What follows belongs to an exercise in optimizing a design on an open flow for small area, a short achievable clock period and few clock cycles; a production flow would make more cautious choices.
Only simulation tests tie the RTL to the original design; equivalence was not proved.
Power and IR drop assume default switching activity.

==> inputs of v3 <==
// mips32_pipe_core_p
module mips32_pipe_core_p #(
    parameter int XLEN       = 32,
    parameter int ADDR_W     = 10,
    parameter int RESET_PC   = 0,
    parameter int FORWARD_EN = 1,
    parameter int CNT_W      = 32
) (
    input  logic              clock,
    input  logic              reset,
    output logic [ADDR_W-1:0] imem_addr,
    input  logic [31:0]       imem_rdata,
    output logic [ADDR_W-1:0] dmem_addr,
    output logic [XLEN-1:0]   dmem_wdata,
    output logic              dmem_we,
    input  logic [XLEN-1:0]   dmem_rdata,
    output logic              halted,
    output logic [CNT_W-1:0]  retired
);
export LEC_CHECK = 0
export CAP_MARGIN = 20
export CORE_MARGIN = 2
export CORE_UTILIZATION = 40
export CTS_CLUSTER_SIZE = 30
export PLACE_DENSITY = 0.5
export SLEW_MARGIN = 20
create_clock -name core_clock -period 12.0 [get_ports {clock}]
standard.sh (not shown) runs the stock make flow with config.mk's settings and CLKGATE_MAP_FILE= SYNTH_SCRIPT=/design/flow/synth_recipe.tcl, a recipe that flattens the netlist after the stock synthesis.
==> flow/flow/run.sh <==
#!/bin/bash
# The standard layout (standard.sh), with two changes to how it is made:
#  - the timing repair steps aim for a setup margin (the clock period and
#    constraints stay the standard flow's);
#  - the port buffers are plain buffers instead of the library's pick.
set -euo pipefail
export SETUP_SLACK_MARGIN=7
export BUFFER_PORTS_ARGS="-buffer_cell sky130_fd_sc_hd__buf_2"
bash standard.sh > standard_flow.log 2>&1
==> v24: changes against v3 <==
--- a/flow/flow/run.sh
+++ b/flow/flow/run.sh
@@ -4,6 +4,6 @@
 #    constraints stay the standard flow's);
 #  - the port buffers are plain buffers instead of the library's pick.
 set -euo pipefail
-export SETUP_SLACK_MARGIN=7
+export SETUP_SLACK_MARGIN=8
 export BUFFER_PORTS_ARGS="-buffer_cell sky130_fd_sc_hd__buf_2"
 bash standard.sh > standard_flow.log 2>&1
==> notes <==
Fmax: v24 is larger than v3 (18%). Global-route usage: v24 is higher than v3 (1.3 points). In sequential power, v3 and v24 hardly differ. Count of clock-buffer cells in the layout: v3 is higher than v24 (4). In synthesized cell count, v3 and v24 do not differ. In v3 the clock skew is higher than in v24, by 0.0038 ns. Against v3, the total power of v24 is higher by about 7.5%. v24 passed the timing, DRC and antenna checks. v3 completed with no timing, DRC or antenna violations.
==> figures <==
                                                                           v24                v3
Global Route met3 Usage                                                  12.4%             11.6%
Plain + repair buffers                                                     698               422
Worst-skew pair later-pin latency                                      0.86 ns           0.85 ns
CP peak stage delay                                                    0.64 ns           0.76 ns
CTS buffer count                                                           163               164
#MultiIn Comb                                                             4501              4492
Crit path setup slack, layout                                          7.80 ns           7.05 ns
Antenna cell count                                                           8                 9
Reg2reg end                                                   r_mq30_0$_DFF_P_  r_mq28_0$_DFF_P_
Number of stages on the worst setup path                                    10                12
Sequential share of power                                                28.4%             30.5%
Global-route wire length before repair                                  550 mm            534 mm
Combinational share of power                                             49.6%             46.8%
Maximum number of pins on one net before global-route repair                58                69
Result of the run                             no timing/DRC/antenna violations  no timing/DRC/antenna violations
Testbench counts of v3, summed over its fixed seeds: cycles 78,428.
Testbench counts of v24, summed over its fixed seeds: cycles 78,428.

==> branch indigo <==
mips32_pipe_core_p, a different RTL version from the one above (not shown whole).
export LEC_CHECK = 0
export CAP_MARGIN = 20
export CORE_MARGIN = 2
export CORE_UTILIZATION = 48
export CTS_CLUSTER_DIAMETER = 250
export CTS_CLUSTER_SIZE = 20
export PLACE_DENSITY = 0.6
export SLEW_MARGIN = 20
create_clock -name core_clock -period 12.0 [get_ports {clock}]
==> flow/flow/run.sh <==
#!/bin/bash
# The standard layout (standard.sh), with two changes to how it is made:
#  - the timing repair steps aim for a setup margin (the clock period and
#    constraints stay the standard flow's);
#  - the port buffers are plain buffers instead of the library's pick.
set -euo pipefail
export SETUP_SLACK_MARGIN=8
export BUFFER_PORTS_ARGS="-buffer_cell sky130_fd_sc_hd__buf_2"
bash standard.sh > standard_flow.log 2>&1
==> inputs of branch fjord, as changes to branch indigo <==
--- a/flow/design.v
+++ b/flow/design.v
@@ -29,23 +29,27 @@
     logic [CNT_W-1:0]  r_retired;
     logic              r_ifid_valid;
     logic [31:0]       r_ifid_ir;
     logic [ADDR_W-1:0] r_ifid_pc;
     logic              r_ifid_pred;       
     logic              r_idex_valid, r_idex_we, r_idex_cnt, r_idex_late;
-    logic              r_idex_sw, r_idex_mul, r_idex_lw, r_idex_hlt, r_idex_slt;
+    logic              r_idex_sw, r_idex_mul, r_idex_lw, r_idex_hlt;
+    logic              r_idex_lbr, r_idex_bnez, r_idex_pred;   
+    logic [ADDR_W-1:0] r_idex_alt;                            
     logic              r_idex_fa_ex, r_idex_fa_wb, r_idex_fa_rf;
     logic              r_idex_fb_exp, r_idex_fb_exn, r_idex_fb_wbp, r_idex_fb_wbn, r_idex_fb_rf;
     logic              r_idex_sub, r_idex_s_sum, r_idex_s_and, r_idex_s_or, r_idex_s_slt;
     logic [4:0]        r_idex_dst;
     logic [XLEN-1:0]   r_idex_a, r_idex_b;
     logic [ADDR_W-1:0] r_idex_imm;
     logic              r_exmem_valid, r_exmem_we, r_exmem_lw, r_exmem_mul, r_exmem_lw_or_mul;
     logic [4:0]        r_exmem_dst;
-    logic [XLEN-1:0]   r_exmem_alu, r_exmem_sdata;
-    logic [31:1]       r_memwb_wen;       
+    logic [XLEN-1:0]   r_exmem_alu;       
+    logic [ADDR_W-1:0] r_exmem_addr;      
+    logic              r_memwb_we;
+    logic [4:0]        r_memwb_dst;
     logic [XLEN-1:0]   r_memwb_wdata;
     logic [31:1]       r_zf;              
     logic              r_m_ex_rs, r_m_ex_rt, r_m_mem_rs, r_m_mem_rt, r_m_wb_rs, r_m_wb_rt;
     logic [5:0]      w_op;
     logic [4:0]      w_rs, w_rt, w_rd, w_dst;
     logic            w_we, w_cnt, w_uimm, w_late;
@@ -104,57 +108,60 @@
             default: ;
         endcase
     end
     assign w_br     = w_op == c_OP_BEQZ || w_op == c_OP_BNEQZ;
     assign w_stall  = r_ifid_valid &&
                       ((r_idex_late && (w_ex_rs || w_ex_rt)) ||
-                       (w_br && ((r_idex_slt && w_ex_rs) ||
-                                 (r_exmem_lw_or_mul && w_mem_rs))));
+                       1'b0);
     assign w_id_hlt = r_ifid_valid && w_op == c_OP_HLT;
     logic w_fb_ex, w_fb_wb;
     assign w_fb_ex = w_ex_rt;
     assign w_fb_wb = w_mem_rt && !w_ex_rt;
     logic [XLEN-1:0]   w_ex_a, w_ex_b, w_sum, w_alu;
     logic [ADDR_W-1:0] w_saddr;
     logic              w_lt;
     assign w_ex_a = ({XLEN{r_idex_fa_ex}} & r_exmem_alu) | ({XLEN{r_idex_fa_wb}} & r_memwb_wdata) |
                     ({XLEN{r_idex_fa_rf}} & r_idex_a);
     assign w_ex_b = ({XLEN{r_idex_fb_exp}} & r_exmem_alu) | ({XLEN{r_idex_fb_exn}} & ~r_exmem_alu) |
                     ({XLEN{r_idex_fb_wbp}} & r_memwb_wdata) | ({XLEN{r_idex_fb_wbn}} & ~r_memwb_wdata) |
                     ({XLEN{r_idex_fb_rf}} & r_idex_b);
-    assign w_sum  = w_ex_a + w_ex_b + XLEN'(r_idex_sub);
+    logic [XLEN:0] w_sum_x;
+    assign w_sum_x = {w_ex_a, 1'b1} + {w_ex_b, r_idex_sub};
+    assign w_sum   = w_sum_x[XLEN:1];
     assign w_lt   = (w_ex_a[XLEN-1] == w_ex_b[XLEN-1]) ? w_ex_a[XLEN-1] : w_sum[XLEN-1];
     assign w_alu  = ({XLEN{r_idex_s_sum}} & w_sum) |
                     ({XLEN{r_idex_s_and}} & (w_ex_a & w_ex_b)) |
                     ({XLEN{r_idex_s_or}}  & (w_ex_a | w_ex_b)) |
+                    ({XLEN{r_idex_sw}}    & w_ex_b) |
                     {{(XLEN-1){1'b0}}, r_idex_s_slt & w_lt};
     assign w_saddr = w_ex_a[ADDR_W-1:0] + r_idex_imm;
-    logic            w_zsum, w_zand, w_zor, w_z_ex, w_rs_zero;
-    logic [XLEN-1:0] w_zp, w_zk;
-    assign w_zp   = w_ex_a ^ w_ex_b;
-    assign w_zk   = {w_ex_a[XLEN-2:0] | w_ex_b[XLEN-2:0], r_idex_sub};
-    assign w_zsum = (w_zp == w_zk);
-    assign w_zand = (w_ex_a & w_ex_b) == '0;
-    assign w_zor  = (w_ex_a | w_ex_b) == '0;
-    assign w_z_ex = (r_idex_s_sum && w_zsum) || (r_idex_s_and && w_zand) || (r_idex_s_or && w_zor);
-    logic w_z_wb, w_z_rf;
+    logic w_z_mem, w_z_wb, w_z_rf, w_rs_zero, w_br_late;
+    assign w_z_mem   = r_exmem_alu == '0;
     assign w_z_wb    = r_memwb_wdata == '0;
     assign w_z_rf    = (w_rs == 5'd0) ? 1'b1 : r_zf[w_rs];
-    assign w_rs_zero = w_ex_rs ? w_z_ex : w_mem_rs ? (r_exmem_alu == '0) : r_m_wb_rs ? w_z_wb : w_z_rf;
+    assign w_rs_zero = w_mem_rs ? w_z_mem : r_m_wb_rs ? w_z_wb : w_z_rf;
+    assign w_br_late = w_ex_rs || (r_exmem_lw_or_mul && w_mem_rs);
+    logic w_taken_ex, w_redirect_ex;
+    assign w_taken_ex    = (r_idex_fa_ex ? w_z_mem : w_z_wb) ^ r_idex_bnez;
+    assign w_redirect_ex = r_idex_valid && r_idex_lbr && (w_taken_ex != r_idex_pred);
     logic [ADDR_W-1:0] w_target;
-    assign w_target  = r_ifid_pc + r_ifid_ir[ADDR_W-1:0] + ADDR_W'(1);
+    logic [ADDR_W:0]   w_target_x;
+    assign w_target_x = {r_ifid_pc, 1'b1} + {r_ifid_ir[ADDR_W-1:0], 1'b1};
+    assign w_target   = w_target_x[ADDR_W:1];
     logic              w_redirect;
     logic [ADDR_W-1:0] w_redirect_pc;
     assign w_taken       = w_rs_zero ^ (w_op == c_OP_BNEQZ);
-    assign w_redirect    = r_ifid_valid && w_br && !w_stall && (w_taken != r_ifid_pred);
+    assign w_redirect    = r_ifid_valid && w_br && !w_br_late && !w_stall && (w_taken != r_ifid_pred);
     assign w_redirect_pc = w_taken ? w_target : r_ifid_pc + ADDR_W'(1);
     logic              w_f_pred;
     logic [ADDR_W-1:0] w_f_target;
     assign w_f_pred   = (w_n_op == c_OP_BEQZ || w_n_op == c_OP_BNEQZ) &&
                         ((w_n_rs == 5'd0) ? (w_n_op == c_OP_BEQZ) : imem_rdata[ADDR_W-1]);
-    assign w_f_target = r_pc + imem_rdata[ADDR_W-1:0] + ADDR_W'(1);
+    logic [ADDR_W:0]   w_f_target_x;
+    assign w_f_target_x = {r_pc, 1'b1} + {imem_rdata[ADDR_W-1:0], 1'b1};
+    assign w_f_target   = w_f_target_x[ADDR_W:1];
     logic [XLEN-1:0] w_mul;
     logic w_bo0, w_bt0, w_bn0;
     logic w_boex0, w_btex0;
     logic w_bowb0, w_btwb0;
     logic w_borf0, w_btrf0;
     logic w_pp0_0;
@@ -1907,20 +1914,23 @@
         r_rst <= reset;
         if (reset) begin
             r_pc         <= ADDR_W'(RESET_PC);
             r_ifid_valid <= 1'b0;
             r_fetch_stop <= 1'b0;
         end else begin
-            if (w_redirect) begin
+            if (w_redirect_ex) begin
+                r_pc         <= r_idex_alt;
+                r_ifid_valid <= 1'b0;
+            end else if (w_redirect) begin
                 r_pc         <= w_redirect_pc;
                 r_ifid_valid <= 1'b0;
             end else if (!w_stall) begin
                 r_pc         <= w_f_pred ? w_f_target : r_pc + ADDR_W'(1);
                 r_ifid_valid <= !(w_id_hlt || r_fetch_stop);
             end
-            if (w_id_hlt) r_fetch_stop <= 1'b1;
+            if (w_id_hlt && !w_redirect_ex) r_fetch_stop <= 1'b1;
         end
         if (!w_stall) begin
             r_ifid_ir   <= imem_rdata;
             r_ifid_pc   <= r_pc;
             r_ifid_pred <= w_f_pred;
         end
@@ -1936,21 +1946,24 @@
             r_m_ex_rt  <= w_n_use_rt && r_ifid_valid && w_we && w_dst == w_n_rt;
             r_m_mem_rs <= w_n_use_rs && r_idex_valid && r_idex_we && r_idex_dst == w_n_rs;
             r_m_mem_rt <= w_n_use_rt && r_idex_valid && r_idex_we && r_idex_dst == w_n_rt;
             r_m_wb_rs  <= w_n_use_rs && r_exmem_valid && r_exmem_we && r_exmem_dst == w_n_rs;
             r_m_wb_rt  <= w_n_use_rt && r_exmem_valid && r_exmem_we && r_exmem_dst == w_n_rt;
         end
-        r_idex_valid  <= !reset && r_ifid_valid && !w_stall;
+        r_idex_valid  <= !reset && r_ifid_valid && !w_stall && !w_redirect_ex;
         r_idex_we     <= w_we;
         r_idex_cnt    <= w_cnt;
         r_idex_late   <= w_late && w_we;
         r_idex_sw     <= w_op == c_OP_SW;
         r_idex_lw     <= w_op == c_OP_LW;
         r_idex_mul    <= w_op == c_OP_MUL;
         r_idex_hlt    <= w_op == c_OP_HLT;
-        r_idex_slt    <= w_op == c_OP_SLT || w_op == c_OP_SLTI;
+        r_idex_lbr    <= w_br && w_br_late;
+        r_idex_bnez   <= w_op == c_OP_BNEQZ;
+        r_idex_pred   <= r_ifid_pred;
+        r_idex_alt    <= r_ifid_pred ? r_ifid_pc + ADDR_W'(1) : w_target;
         r_idex_sub    <= w_sub;
         r_idex_s_sum  <= w_op == c_OP_ADD || w_op == c_OP_SUB || w_op == c_OP_ADDI ||
                          w_op == c_OP_SUBI || w_op == c_OP_LW;
         r_idex_s_and  <= w_op == c_OP_AND;
         r_idex_s_or   <= w_op == c_OP_OR;
         r_idex_s_slt  <= w_op == c_OP_SLT || w_op == c_OP_SLTI;
@@ -1970,29 +1983,29 @@
         r_dwe         <= !reset && r_idex_valid && r_idex_sw;
         r_exmem_dst   <= r_idex_dst;
         r_exmem_we    <= r_idex_we;
         r_exmem_lw    <= r_idex_lw;
         r_exmem_mul   <= r_idex_mul;
         r_exmem_lw_or_mul <= r_idex_lw || r_idex_mul;
-        r_exmem_alu   <= r_idex_sw ? XLEN'(w_saddr) : w_alu;
-        r_exmem_sdata <= w_ex_b;
-        for (int i = 1; i < 32; i++)
-            r_memwb_wen[i] <= reset || (r_exmem_valid && r_exmem_we && r_exmem_dst == 5'(i));
+        r_exmem_alu   <= w_alu;
+        r_exmem_addr  <= r_idex_sw ? w_saddr : w_sum[ADDR_W-1:0];
+        r_memwb_we    <= !reset && r_exmem_valid && r_exmem_we;
+        r_memwb_dst   <= r_exmem_dst;
         r_memwb_wdata <= r_exmem_lw ? dmem_rdata : (r_exmem_mul ? w_mul : r_exmem_alu);
         for (int i = 1; i < 32; i++)
-            if (r_memwb_wen[i]) begin
+            if (r_rst || (r_memwb_we && r_memwb_dst == 5'(i))) begin
                 r_rf[i] <= w_wb_data;
                 r_zf[i] <= w_wb_data == '0;
             end
         if (r_rst) r_retired <= '0;
         else if (r_idex_valid && r_idex_cnt && r_retired != '1) r_retired <= r_retired + CNT_W'(1);
         if (reset) r_halted <= 1'b0;
         else if (r_idex_valid && r_idex_hlt) r_halted <= 1'b1;
     end
     assign imem_addr  = r_pc;
-    assign dmem_addr  = ADDR_W'(r_exmem_alu);
-    assign dmem_wdata = r_exmem_sdata;
+    assign dmem_addr  = r_exmem_addr;
+    assign dmem_wdata = r_exmem_alu;
     assign dmem_we    = r_dwe;
     assign halted     = r_halted;
     assign retired    = r_retired;
 endmodule
 `default_nettype wire
==> inputs of branch raven, as changes to branch indigo <==
==> flow/config.mk (replaced) <==
export PLATFORM = sky130hd
export DESIGN_NAME = mips32_pipe_core_p
export DESIGN_NICKNAME = mips32_pipe_core_p
export VERILOG_FILES = /design/flow/design.v
export SDC_FILE = /design/flow/constraint.sdc
export NUM_CORES = 4
export LEC_CHECK = 0
export CAP_MARGIN = 20
export CORE_MARGIN = 2
export CORE_UTILIZATION = 55
export CTS_CLUSTER_DIAMETER = 250
export CTS_CLUSTER_SIZE = 20
export PLACE_DENSITY = 0.65
export SLEW_MARGIN = 20
==> inputs of branch amber, as changes to branch indigo <==
--- a/flow/design.v
+++ b/flow/design.v
@@ -29,13 +29,15 @@
     logic [CNT_W-1:0]  r_retired;
     logic              r_ifid_valid;
     logic [31:0]       r_ifid_ir;
     logic [ADDR_W-1:0] r_ifid_pc;
     logic              r_ifid_pred;       
     logic              r_idex_valid, r_idex_we, r_idex_cnt, r_idex_late;
-    logic              r_idex_sw, r_idex_mul, r_idex_lw, r_idex_hlt, r_idex_slt;
+    logic              r_idex_sw, r_idex_mul, r_idex_lw, r_idex_hlt;
+    logic              r_idex_lbr, r_idex_bnez, r_idex_pred;   
+    logic [ADDR_W-1:0] r_idex_alt;                            
     logic              r_idex_fa_ex, r_idex_fa_wb, r_idex_fa_rf;
     logic              r_idex_fb_exp, r_idex_fb_exn, r_idex_fb_wbp, r_idex_fb_wbn, r_idex_fb_rf;
     logic              r_idex_sub, r_idex_s_sum, r_idex_s_and, r_idex_s_or, r_idex_s_slt;
     logic [4:0]        r_idex_dst;
     logic [XLEN-1:0]   r_idex_a, r_idex_b;
     logic [ADDR_W-1:0] r_idex_imm;
@@ -104,57 +106,59 @@
             default: ;
         endcase
     end
     assign w_br     = w_op == c_OP_BEQZ || w_op == c_OP_BNEQZ;
     assign w_stall  = r_ifid_valid &&
                       ((r_idex_late && (w_ex_rs || w_ex_rt)) ||
-                       (w_br && ((r_idex_slt && w_ex_rs) ||
-                                 (r_exmem_lw_or_mul && w_mem_rs))));
+                       1'b0);
     assign w_id_hlt = r_ifid_valid && w_op == c_OP_HLT;
     logic w_fb_ex, w_fb_wb;
     assign w_fb_ex = w_ex_rt;
     assign w_fb_wb = w_mem_rt && !w_ex_rt;
     logic [XLEN-1:0]   w_ex_a, w_ex_b, w_sum, w_alu;
     logic [ADDR_W-1:0] w_saddr;
     logic              w_lt;
     assign w_ex_a = ({XLEN{r_idex_fa_ex}} & r_exmem_alu) | ({XLEN{r_idex_fa_wb}} & r_memwb_wdata) |
                     ({XLEN{r_idex_fa_rf}} & r_idex_a);
     assign w_ex_b = ({XLEN{r_idex_fb_exp}} & r_exmem_alu) | ({XLEN{r_idex_fb_exn}} & ~r_exmem_alu) |
                     ({XLEN{r_idex_fb_wbp}} & r_memwb_wdata) | ({XLEN{r_idex_fb_wbn}} & ~r_memwb_wdata) |
                     ({XLEN{r_idex_fb_rf}} & r_idex_b);
-    assign w_sum  = w_ex_a + w_ex_b + XLEN'(r_idex_sub);
+    logic [XLEN:0] w_sum_x;
+    assign w_sum_x = {w_ex_a, 1'b1} + {w_ex_b, r_idex_sub};
+    assign w_sum   = w_sum_x[XLEN:1];
     assign w_lt   = (w_ex_a[XLEN-1] == w_ex_b[XLEN-1]) ? w_ex_a[XLEN-1] : w_sum[XLEN-1];
     assign w_alu  = ({XLEN{r_idex_s_sum}} & w_sum) |
                     ({XLEN{r_idex_s_and}} & (w_ex_a & w_ex_b)) |
                     ({XLEN{r_idex_s_or}}  & (w_ex_a | w_ex_b)) |
                     {{(XLEN-1){1'b0}}, r_idex_s_slt & w_lt};
     assign w_saddr = w_ex_a[ADDR_W-1:0] + r_idex_imm;
-    logic            w_zsum, w_zand, w_zor, w_z_ex, w_rs_zero;
-    logic [XLEN-1:0] w_zp, w_zk;
-    assign w_zp   = w_ex_a ^ w_ex_b;
-    assign w_zk   = {w_ex_a[XLEN-2:0] | w_ex_b[XLEN-2:0], r_idex_sub};
-    assign w_zsum = (w_zp == w_zk);
-    assign w_zand = (w_ex_a & w_ex_b) == '0;
-    assign w_zor  = (w_ex_a | w_ex_b) == '0;
-    assign w_z_ex = (r_idex_s_sum && w_zsum) || (r_idex_s_and && w_zand) || (r_idex_s_or && w_zor);
-    logic w_z_wb, w_z_rf;
+    logic w_z_mem, w_z_wb, w_z_rf, w_rs_zero, w_br_late;
+    assign w_z_mem   = r_exmem_alu == '0;
     assign w_z_wb    = r_memwb_wdata == '0;
     assign w_z_rf    = (w_rs == 5'd0) ? 1'b1 : r_zf[w_rs];
-    assign w_rs_zero = w_ex_rs ? w_z_ex : w_mem_rs ? (r_exmem_alu == '0) : r_m_wb_rs ? w_z_wb : w_z_rf;
+    assign w_rs_zero = w_mem_rs ? w_z_mem : r_m_wb_rs ? w_z_wb : w_z_rf;
+    assign w_br_late = w_ex_rs || (r_exmem_lw_or_mul && w_mem_rs);
+    logic w_taken_ex, w_redirect_ex;
+    assign w_taken_ex    = (r_idex_fa_ex ? w_z_mem : w_z_wb) ^ r_idex_bnez;
+    assign w_redirect_ex = r_idex_valid && r_idex_lbr && (w_taken_ex != r_idex_pred);
     logic [ADDR_W-1:0] w_target;
-    assign w_target  = r_ifid_pc + r_ifid_ir[ADDR_W-1:0] + ADDR_W'(1);
+    logic [ADDR_W:0]   w_target_x;
+    assign w_target_x = {r_ifid_pc, 1'b1} + {r_ifid_ir[ADDR_W-1:0], 1'b1};
+    assign w_target   = w_target_x[ADDR_W:1];
     logic              w_redirect;
     logic [ADDR_W-1:0] w_redirect_pc;
     assign w_taken       = w_rs_zero ^ (w_op == c_OP_BNEQZ);
-    assign w_redirect    = r_ifid_valid && w_br && !w_stall && (w_taken != r_ifid_pred);
+    assign w_redirect    = r_ifid_valid && w_br && !w_br_late && !w_stall && (w_taken != r_ifid_pred);
     assign w_redirect_pc = w_taken ? w_target : r_ifid_pc + ADDR_W'(1);
     logic              w_f_pred;
     logic [ADDR_W-1:0] w_f_target;
     assign w_f_pred   = (w_n_op == c_OP_BEQZ || w_n_op == c_OP_BNEQZ) &&
                         ((w_n_rs == 5'd0) ? (w_n_op == c_OP_BEQZ) : imem_rdata[ADDR_W-1]);
-    assign w_f_target = r_pc + imem_rdata[ADDR_W-1:0] + ADDR_W'(1);
+    logic [ADDR_W:0]   w_f_target_x;
+    assign w_f_target_x = {r_pc, 1'b1} + {imem_rdata[ADDR_W-1:0], 1'b1};
+    assign w_f_target   = w_f_target_x[ADDR_W:1];
     logic [XLEN-1:0] w_mul;
     logic w_bo0, w_bt0, w_bn0;
     logic w_boex0, w_btex0;
     logic w_bowb0, w_btwb0;
     logic w_borf0, w_btrf0;
     logic w_pp0_0;
@@ -1907,20 +1911,23 @@
         r_rst <= reset;
         if (reset) begin
             r_pc         <= ADDR_W'(RESET_PC);
             r_ifid_valid <= 1'b0;
             r_fetch_stop <= 1'b0;
         end else begin
-            if (w_redirect) begin
+            if (w_redirect_ex) begin
+                r_pc         <= r_idex_alt;
+                r_ifid_valid <= 1'b0;
+            end else if (w_redirect) begin
                 r_pc         <= w_redirect_pc;
                 r_ifid_valid <= 1'b0;
             end else if (!w_stall) begin
                 r_pc         <= w_f_pred ? w_f_target : r_pc + ADDR_W'(1);
                 r_ifid_valid <= !(w_id_hlt || r_fetch_stop);
             end
-            if (w_id_hlt) r_fetch_stop <= 1'b1;
+            if (w_id_hlt && !w_redirect_ex) r_fetch_stop <= 1'b1;
         end
         if (!w_stall) begin
             r_ifid_ir   <= imem_rdata;
             r_ifid_pc   <= r_pc;
             r_ifid_pred <= w_f_pred;
         end
@@ -1936,21 +1943,24 @@
             r_m_ex_rt  <= w_n_use_rt && r_ifid_valid && w_we && w_dst == w_n_rt;
             r_m_mem_rs <= w_n_use_rs && r_idex_valid && r_idex_we && r_idex_dst == w_n_rs;
             r_m_mem_rt <= w_n_use_rt && r_idex_valid && r_idex_we && r_idex_dst == w_n_rt;
             r_m_wb_rs  <= w_n_use_rs && r_exmem_valid && r_exmem_we && r_exmem_dst == w_n_rs;
             r_m_wb_rt  <= w_n_use_rt && r_exmem_valid && r_exmem_we && r_exmem_dst == w_n_rt;
         end
-        r_idex_valid  <= !reset && r_ifid_valid && !w_stall;
+        r_idex_valid  <= !reset && r_ifid_valid && !w_stall && !w_redirect_ex;
         r_idex_we     <= w_we;
         r_idex_cnt    <= w_cnt;
         r_idex_late   <= w_late && w_we;
         r_idex_sw     <= w_op == c_OP_SW;
         r_idex_lw     <= w_op == c_OP_LW;
         r_idex_mul    <= w_op == c_OP_MUL;
         r_idex_hlt    <= w_op == c_OP_HLT;
-        r_idex_slt    <= w_op == c_OP_SLT || w_op == c_OP_SLTI;
+        r_idex_lbr    <= w_br && w_br_late;
+        r_idex_bnez   <= w_op == c_OP_BNEQZ;
+        r_idex_pred   <= r_ifid_pred;
+        r_idex_alt    <= r_ifid_pred ? r_ifid_pc + ADDR_W'(1) : w_target;
         r_idex_sub    <= w_sub;
         r_idex_s_sum  <= w_op == c_OP_ADD || w_op == c_OP_SUB || w_op == c_OP_ADDI ||
                          w_op == c_OP_SUBI || w_op == c_OP_LW;
         r_idex_s_and  <= w_op == c_OP_AND;
         r_idex_s_or   <= w_op == c_OP_OR;
         r_idex_s_slt  <= w_op == c_OP_SLT || w_op == c_OP_SLTI;
==> flow/flow/run.sh (replaced) <==
#!/bin/bash
# The standard layout (standard.sh), with two changes to how it is made:
#  - the timing repair steps aim for a setup margin (the clock period and
#    constraints stay the standard flow's);
#  - the port buffers are plain buffers instead of the library's pick.
set -euo pipefail
export SETUP_SLACK_MARGIN=8.35
export BUFFER_PORTS_ARGS="-buffer_cell sky130_fd_sc_hd__buf_2"
bash standard.sh > standard_flow.log 2>&1
==> run summary <==
Power: branch indigo < branch fjord < branch raven < branch amber. The highest non-clock buffer count belongs to branch amber, the lowest to branch fjord. Register-to-register slack: branch indigo is higher than branch raven (0.07 ns). In count of clock-buffer cells in the layout, branch indigo and branch raven do not differ. Via count, lowest first: branch fjord, branch indigo, branch amber, branch raven. Branch fjord completed without violations. Branch indigo completed with no timing, DRC or antenna violations. Branch raven completed with no timing, DRC or antenna violations. Branch amber went through all stages and came out clean. Between branch amber and branch fjord, the lower clock power is in branch fjord (gap about 5%, measured against branch fjord). Of branch indigo and branch fjord, branch indigo has the higher critical path depth (gap 4). The lowest utilization belongs to branch fjord, the highest to branch raven. Setup slack, lowest first: branch raven, branch indigo, branch fjord, branch amber. Between branch amber and branch raven, the lower synthesized cell count is in branch amber (gap 4.1%, measured against branch raven). Sequential power: branch fjord is smaller than branch raven (about 1%).
==> figures <==
| quantity | branch fjord | branch amber | branch raven | branch indigo |
|---|---|---|---|---|
| Number of sinks handled by clock tree synthesis | 1451 | 1498 | 1485 | 1485 |
| Arr. time, crit path | 4.82 ns | 4.64 ns | 4.87 ns | 4.83 ns |
| Clock buffer cells | 106 | 130 | 133 | 133 |
| Antenna violations before repair | 19 | 29 | 19 | 15 |
| Distinct cell type count after synthesis | 88 | 84 | 92 | 92 |
| Area share of xor/xnor cells in the synthesized design | 6.22% | 6.20% | 6.31% | 6.31% |
| Data required time at the worst endpoint | 12.61 ns | 12.66 ns | 12.59 ns | 12.61 ns |
| Portion of total power attributed to the clock network | 14.3% | 13.8% | 14.7% | 15.1% |
| Setup Slack @ Placement | 6.74 ns | 6.84 ns | 6.55 ns | 6.87 ns |
| Minimum setup slack among reg-to-reg paths | 7.80 ns | 8.02 ns | 7.72 ns | 7.78 ns |
| Pwr Density | 252 nW/um^2 | 257 nW/um^2 | 248 nW/um^2 | 243 nW/um^2 |
| Sum of net half-perimeters after detailed placement | 192 mm | 197 mm | 193 mm | 199 mm |
| Number of sequential cells in the layout | 1451 | 1498 | 1485 | 1485 |
| Proportion of power drawn by flip-flops and latches | 33.0% | 31.5% | 32.9% | 33.5% |
| Status | no timing/DRC/antenna violations | no timing/DRC/antenna violations | no timing/DRC/antenna violations | no timing/DRC/antenna violations |
| Simple-gate share of the synthesized area | 7.97% | 7.79% | 9.51% | 9.51% |
| Clock insertion delay at the later pin of the skew report | 0.73 ns | 0.78 ns | 0.80 ns | 0.79 ns |
| Power Sequential | 0.00690 W | 0.00710 W | 0.00698 W | 0.00696 W |
| Post-layout worst setup margin | 7.80 ns | 8.02 ns | 7.72 ns | 7.78 ns |
| Achievable clock frequency | 238 MHz | 251 MHz | 234 MHz | 237 MHz |
| Final clock-cell share | 2.69% | 2.76% | 2.90% | 2.89% |
| Synth Instances | 6415 | 6374 | 6649 | 6649 |
| Routed wire length on met3 | 53.5 mm | 55.0 mm | 59.5 mm | 55.6 mm |
Testbench counts of branch indigo, summed over its fixed seeds: cycles 76,994.
Testbench counts of branch fjord, summed over its fixed seeds: cycles 77,687.
Testbench counts of branch raven, summed over its fixed seeds: cycles 76,994.
Testbench counts of branch amber, summed over its fixed seeds: cycles 77,687.

==> separate check: timing with driven ports <==
The flow's constraints put no driver on any port. The routed layouts listed below were extracted and timed again, unchanged, in two steps.
Step 1, drivers: a clkbuf_16 drives clock and a buf_2 each remaining input, both assumed.
Step 2, shift: input delay + t, output delay - t, t = (earliest + latest rising clock arrival at the registers) / 2. This alone moves slack from input paths to output paths.
Slacks: no drivers / after step 1 / after step 2; pairs: no drivers / after step 1.
run	t (ns)	setup slack, ns	worst setup path after step 2	latest minus earliest clock arrival (ns)	cell pins on the clock port's net
v3	0.907	7.050 / 7.050 / 7.050	register to register	0.068 / 0.068	1
v24	0.920	7.796 / 7.796 / 7.796	register to register	0.060 / 0.059	1
branch indigo	0.830	7.785 / 7.785 / 7.149	input to register	0.080 / 0.081	1
branch fjord	0.802	7.798 / 7.798 / 7.300	input to register	0.034 / 0.035	1
branch raven	0.838	7.718 / 7.718 / 7.181	input to register	0.076 / 0.076	1
branch amber	0.824	8.016 / 8.016 / 7.357	input to register	0.089 / 0.088	1
After both steps setup and hold are still met in every run listed. The setup slack of branch amber, which loses most, moves by 0.000 ns with the drivers and by -0.659 ns with both steps.
